Background: an optimization exercise with open tools, aiming at small area. Do not read the settings as production practice.
Only simulation tests tie the RTL to the original design; equivalence was not proved.
Power figures rest on the tool's default switching activity, not on a simulated workload.

== run a ==
==> flow/design.v <==
module branch_predictor #(
  parameter int unsigned ADDR_W  = 32,
  parameter int unsigned ENTRIES = 64,
  parameter int unsigned TAG_W   = 8,
  parameter int unsigned MODE    = 1,
  parameter int unsigned HIST_W  = 6,
  parameter int unsigned CNT_W   = 16
) (
  input  logic              clk_i,
  input  logic              rst_i,
  input  logic [ADDR_W-1:0] lookup_pc_i,
  output logic              pred_hit_o,
  output logic              pred_taken_o,
  output logic [ADDR_W-1:0] pred_target_o,
  output logic [HIST_W-1:0] pred_hist_o,
  input  logic              update_valid_i,
  input  logic [ADDR_W-1:0] update_pc_i,
  input  logic [HIST_W-1:0] update_hist_i,
  input  logic              update_taken_i,
  input  logic [ADDR_W-1:0] update_target_i,
  input  logic              update_pred_taken_i,
  output logic [CNT_W-1:0]  branch_cnt_o,
  output logic [CNT_W-1:0]  mispred_cnt_o
);
  localparam int unsigned IDX_W = $clog2(ENTRIES);
  logic [ENTRIES-1:0]             validQ;
  logic [ENTRIES-1:0][TAG_W-1:0]  tagQ;
  logic [ENTRIES-1:0][ADDR_W-1:0] targetQ;
  logic [ENTRIES-1:0][1:0]        cntQ;
  logic                           togQ;
  logic [HIST_W-1:0]              ghrQ;
  logic [CNT_W-1:0]               branchCnt;
  logic [CNT_W-1:0]               mispredCnt;
  logic [IDX_W-1:0]  lookupSlot, updSlot;
  logic [TAG_W-1:0]  lookupTag, updTag;
  logic              lookupHit, lookupTaken, updHit;
  logic [1:0]        updCnt, newCnt;
  logic              updFire, wrTaken, wrCnt;
  assign lookupTag  = lookup_pc_i[IDX_W+TAG_W+1:IDX_W+2];
  assign updTag     = update_pc_i[IDX_W+TAG_W+1:IDX_W+2];
  assign lookupSlot = lookup_pc_i[IDX_W+1:2] ^ IDX_W'(ghrQ) ^ IDX_W'(togQ);
  assign updSlot    = update_pc_i[IDX_W+1:2] ^ IDX_W'(update_hist_i) ^ IDX_W'(togQ);
  logic [ENTRIES-1:0] lkSel, upSel;
  always_comb begin
    for (int i = 0; i < ENTRIES; i++) begin
      lkSel[i] = (lookupSlot == IDX_W'(i));
      upSel[i] = (updSlot == IDX_W'(i));
    end
  end
  localparam int unsigned RD_W = 1 + TAG_W + ADDR_W + 2;   
  logic [RD_W-1:0][ENTRIES-1:0] colQ;
  for (genvar i = 0; i < ENTRIES; i++) begin : g_col
    logic [RD_W-1:0] ent;
    assign ent = {validQ[i], tagQ[i], targetQ[i], cntQ[i]};
    for (genvar b = 0; b < RD_W; b++) begin : g_b
      assign colQ[b][i] = ent[b];
    end
  end
  logic [RD_W-1:0] lkRd, upRd;
  for (genvar b = 0; b < RD_W; b++) begin : g_rd
    if (b != 0) begin : g_lk
      bp_rdmux #(.N(ENTRIES)) u_lk (.sel_i(lkSel), .d_i(colQ[b]), .y_o(lkRd[b]));
    end else begin : g_lk0
      assign lkRd[b] = 1'b0;
    end
    if (b < 2 || b >= 2 + ADDR_W) begin : g_up
      bp_rdmux #(.N(ENTRIES)) u_up (.sel_i(upSel), .d_i(colQ[b]), .y_o(upRd[b]));
    end else begin : g_up0
      assign upRd[b] = 1'b0;
    end
  end
  logic [RD_W-1:0] lkEnt, upEnt;
  assign lkEnt = lkRd ^ {RD_W{lookupSlot[0]}};
  assign upEnt = upRd ^ {RD_W{updSlot[0]}};
  logic [ADDR_W-1:0]  lkTarget;
  logic [TAG_W-1:0]   lkTagQ, upTagQ;
  logic               lkValid, lkCnt1, upValid;
  assign {lkValid, lkTagQ, lkTarget, lkCnt1} = lkEnt[RD_W-1:1];
  assign upValid = upEnt[RD_W-1];
  assign upTagQ  = upEnt[RD_W-2 -: TAG_W];
  assign updCnt  = upEnt[1:0];
  assign lookupHit   = lkValid && (lkTagQ == lookupTag);
  assign lookupTaken = lookupHit && lkCnt1;
  assign updHit      = upValid && (upTagQ == updTag);
  assign pred_hit_o    = lookupHit;
  assign pred_taken_o  = lookupTaken;
  assign pred_target_o = lookupTaken ? lkTarget : lookup_pc_i + ADDR_W'(4);
  assign pred_hist_o   = ghrQ;
  assign branch_cnt_o  = branchCnt;
  assign mispred_cnt_o = mispredCnt;
  always_comb begin
    if (!updHit)             newCnt = 2'b10;
    else if (update_taken_i) newCnt = (updCnt == 2'b11) ? 2'b11 : updCnt + 2'd1;
    else                     newCnt = (updCnt == 2'b00) ? 2'b00 : updCnt - 2'd1;
  end
  assign updFire = update_valid_i && rst_i;
  assign wrTaken = updFire && update_taken_i;
  assign wrCnt   = updFire && (updHit || update_taken_i);
  logic [TAG_W+ADDR_W-1:0] wrTTN;
  logic [1:0]              wrCntN;
  assign wrTTN  = ~{updTag, update_target_i};
  assign wrCntN = ~newCnt;
  for (genvar s = 0; s < ENTRIES; s++) begin : g_slot
    localparam int unsigned P = s ^ 1;   
    localparam logic INV = (s % 2) == 1;
    logic ldTT, ldC;
    logic [TAG_W+ADDR_W-1:0] qTT, qTTPrev;
    assign ldTT = wrTaken && upSel[P];
    assign ldC  = wrCnt && upSel[P];
    assign {tagQ[s], targetQ[s]} = qTT;
    assign qTTPrev = {tagQ[P], targetQ[P]};
    for (genvar b = 0; b < TAG_W + ADDR_W; b++) begin : g_tt
      bp_rbit u_bit (.clk_i, .ld_i(ldTT), .step_i(!ldTT), .dn_i(wrTTN[b] ^ INV),
                     .prev_i(qTTPrev[b]), .q_o(qTT[b]));
    end
    for (genvar b = 0; b < 2; b++) begin : g_cnt
      bp_rbit u_bit (.clk_i, .ld_i(ldC), .step_i(!ldC), .dn_i(wrCntN[b] ^ INV),
                     .prev_i(cntQ[P][b]), .q_o(cntQ[s][b]));
    end
    always_ff @(posedge clk_i) begin
      if (!rst_i)    validQ[s] <= INV;
      else if (ldTT) validQ[s] <= !INV;
      else           validQ[s] <= !validQ[P];
    end
  end
  always_ff @(posedge clk_i) begin
    if (!rst_i) begin
      togQ       <= 1'b0;
      ghrQ       <= '0;
      branchCnt  <= '0;
      mispredCnt <= '0;
    end else begin
      togQ <= !togQ;
      if (update_valid_i) begin
        ghrQ <= HIST_W'({ghrQ, update_taken_i});
        if (branchCnt != '1) branchCnt <= branchCnt + CNT_W'(1);
        if ((update_pred_taken_i != update_taken_i) && (mispredCnt != '1))
          mispredCnt <= mispredCnt + CNT_W'(1);
      end
    end
  end
endmodule
module bp_rbit (
  input  logic clk_i,
  input  logic ld_i,
  input  logic step_i,
  input  logic dn_i,
  input  logic prev_i,
  output logic q_o
);
  always_ff @(posedge clk_i) q_o <= !((step_i || dn_i) && (ld_i || prev_i));
endmodule
module bp_rdmux #(
  parameter int unsigned N = 64
) (
  input  logic [N-1:0] sel_i,
  input  logic [N-1:0] d_i,
  output logic         y_o
);
  localparam int unsigned G = N / 3;
  localparam int unsigned R = N % 3;
  logic [G + (R > 0 ? 1 : 0) - 1:0] termN;
  for (genvar g = 0; g < G; g++) begin : g_aoi
    bp_aoi222 u_aoi (
      .a0_i(sel_i[3*g]),   .b0_i(d_i[3*g]),
      .a1_i(sel_i[3*g+1]), .b1_i(d_i[3*g+1]),
      .a2_i(sel_i[3*g+2]), .b2_i(d_i[3*g+2]),
      .y_o(termN[g]));
  end
  if (R == 1) begin : g_r1
    assign termN[G] = !(sel_i[N-1] && d_i[N-1]);
  end else if (R == 2) begin : g_r2
    assign termN[G] = !((sel_i[N-2] && d_i[N-2]) || (sel_i[N-1] && d_i[N-1]));
  end
  assign y_o = !(&termN);
endmodule
module bp_aoi222 (
  input  logic a0_i, b0_i, a1_i, b1_i, a2_i, b2_i,
  output logic y_o
);
  assign y_o = !((a0_i && b0_i) || (a1_i && b1_i) || (a2_i && b2_i));
endmodule
clock: 10.0 ns
lec_check: 0
cap_margin: 20
core_margin: 2
core_utilization: 60
setup_slack_margin: 0.3
slew_margin: 20
synth_hierarchical: 1
standard.sh (not shown) runs the stock make flow with config.mk's settings and CLKGATE_MAP_FILE= SYNTH_SCRIPT=/design/flow/synth_recipe.tcl, a recipe that flattens the netlist after the stock synthesis.
==> flow/flow/run.sh <==
#!/bin/bash
# Standard ORFS layout with two changes: input/output ports get the smallest
# buffer (buf_1) instead of the resizer's default pick, and clock tree
# synthesis clusters up to 16 sinks per clkbuf_8 leaf buffer without dummy
# balancing loads.
set -euo pipefail
export BUFFER_PORTS_ARGS="-buffer_cell sky130_fd_sc_hd__buf_1"
export CTS_ARGS="-sink_clustering_enable -repair_clock_nets -dont_use_dummy_load -sink_clustering_size 16 -sink_clustering_max_diameter 60 -buf_list {sky130_fd_sc_hd__clkbuf_8}"
bash standard.sh > flow.log 2>&1
Relative to run a, the following input files were edited for run b:
--- a/flow/design.v
+++ b/flow/design.v
@@ -24,25 +24,25 @@
 );
   localparam int unsigned IDX_W = $clog2(ENTRIES);
   logic [ENTRIES-1:0]             validQ;
   logic [ENTRIES-1:0][TAG_W-1:0]  tagQ;
   logic [ENTRIES-1:0][ADDR_W-1:0] targetQ;
   logic [ENTRIES-1:0][1:0]        cntQ;
-  logic                           togQ;
+  logic [IDX_W-1:0]               rotQ;
   logic [HIST_W-1:0]              ghrQ;
   logic [CNT_W-1:0]               branchCnt;
   logic [CNT_W-1:0]               mispredCnt;
   logic [IDX_W-1:0]  lookupSlot, updSlot;
   logic [TAG_W-1:0]  lookupTag, updTag;
   logic              lookupHit, lookupTaken, updHit;
   logic [1:0]        updCnt, newCnt;
   logic              updFire, wrTaken, wrCnt;
   assign lookupTag  = lookup_pc_i[IDX_W+TAG_W+1:IDX_W+2];
   assign updTag     = update_pc_i[IDX_W+TAG_W+1:IDX_W+2];
-  assign lookupSlot = lookup_pc_i[IDX_W+1:2] ^ IDX_W'(ghrQ) ^ IDX_W'(togQ);
-  assign updSlot    = update_pc_i[IDX_W+1:2] ^ IDX_W'(update_hist_i) ^ IDX_W'(togQ);
+  assign lookupSlot = (lookup_pc_i[IDX_W+1:2] ^ IDX_W'(ghrQ)) + rotQ;
+  assign updSlot    = (update_pc_i[IDX_W+1:2] ^ IDX_W'(update_hist_i)) + rotQ;
   logic [ENTRIES-1:0] lkSel, upSel;
   always_comb begin
     for (int i = 0; i < ENTRIES; i++) begin
       lkSel[i] = (lookupSlot == IDX_W'(i));
       upSel[i] = (updSlot == IDX_W'(i));
     end
@@ -98,13 +98,13 @@
   assign wrCnt   = updFire && (updHit || update_taken_i);
   logic [TAG_W+ADDR_W-1:0] wrTTN;
   logic [1:0]              wrCntN;
   assign wrTTN  = ~{updTag, update_target_i};
   assign wrCntN = ~newCnt;
   for (genvar s = 0; s < ENTRIES; s++) begin : g_slot
-    localparam int unsigned P = s ^ 1;   
+    localparam int unsigned P = (s + ENTRIES - 1) % ENTRIES;   
     localparam logic INV = (s % 2) == 1;
     logic ldTT, ldC;
     logic [TAG_W+ADDR_W-1:0] qTT, qTTPrev;
     assign ldTT = wrTaken && upSel[P];
     assign ldC  = wrCnt && upSel[P];
     assign {tagQ[s], targetQ[s]} = qTT;
@@ -122,18 +122,18 @@
       else if (ldTT) validQ[s] <= !INV;
       else           validQ[s] <= !validQ[P];
     end
   end
   always_ff @(posedge clk_i) begin
     if (!rst_i) begin
-      togQ       <= 1'b0;
+      rotQ       <= '0;
       ghrQ       <= '0;
       branchCnt  <= '0;
       mispredCnt <= '0;
     end else begin
-      togQ <= !togQ;
+      rotQ <= rotQ + IDX_W'(1);
       if (update_valid_i) begin
         ghrQ <= HIST_W'({ghrQ, update_taken_i});
         if (branchCnt != '1) branchCnt <= branchCnt + CNT_W'(1);
         if ((update_pred_taken_i != update_taken_i) && (mispredCnt != '1))
           mispredCnt <= mispredCnt + CNT_W'(1);
       end
Results
Comparing sum of internal, switching and leakage power for run b and run a, the smaller number came from run a.
Count of TritonRoute iterations in the first routing pass for run b: 3 up relative to run a
From run a to run b the numbers moved as follows: core outline area moved up, total standard cell area after synthesis up 1.6%, buffers plus inverters on the worst setup path went up by 5, worst setup slack for register-to-register paths fell by 0.63 ns.

## what the ideal ports hide
Ports are ideal in the flow. The routed layouts listed here were re-timed in OpenROAD.
Step 1 (the two cells are an assumption about what drives the block):
set clk [get_ports {clk_i}]
set_driving_cell -lib_cell sky130_fd_sc_hd__clkbuf_16 $clk
set_driving_cell -lib_cell sky130_fd_sc_hd__buf_2 [delete_from_list [all_inputs] $clk]
Step 2 moves the port delays by t, midway between the first and last clock arrival at a register: inputs arrive t later, outputs are due t later. That takes back most of the time a late clock gives input paths.
a / b / c = ideal / step 1 / step 2; a / b = the first two.
run	t (ns)	setup slack, ns	slew at the worst register clock pin (ns)
run a	1.008	0.293 / -0.035 / -0.035	0.11 / 0.11
run b	1.060	0.154 / 0.127 / 0.127	0.11 / 0.11
Met with ideal ports but missed after step 2: setup timing in run a. For run a, which loses most, drivers alone change the setup slack by -0.328 ns; drivers and shift together by -0.328 ns.
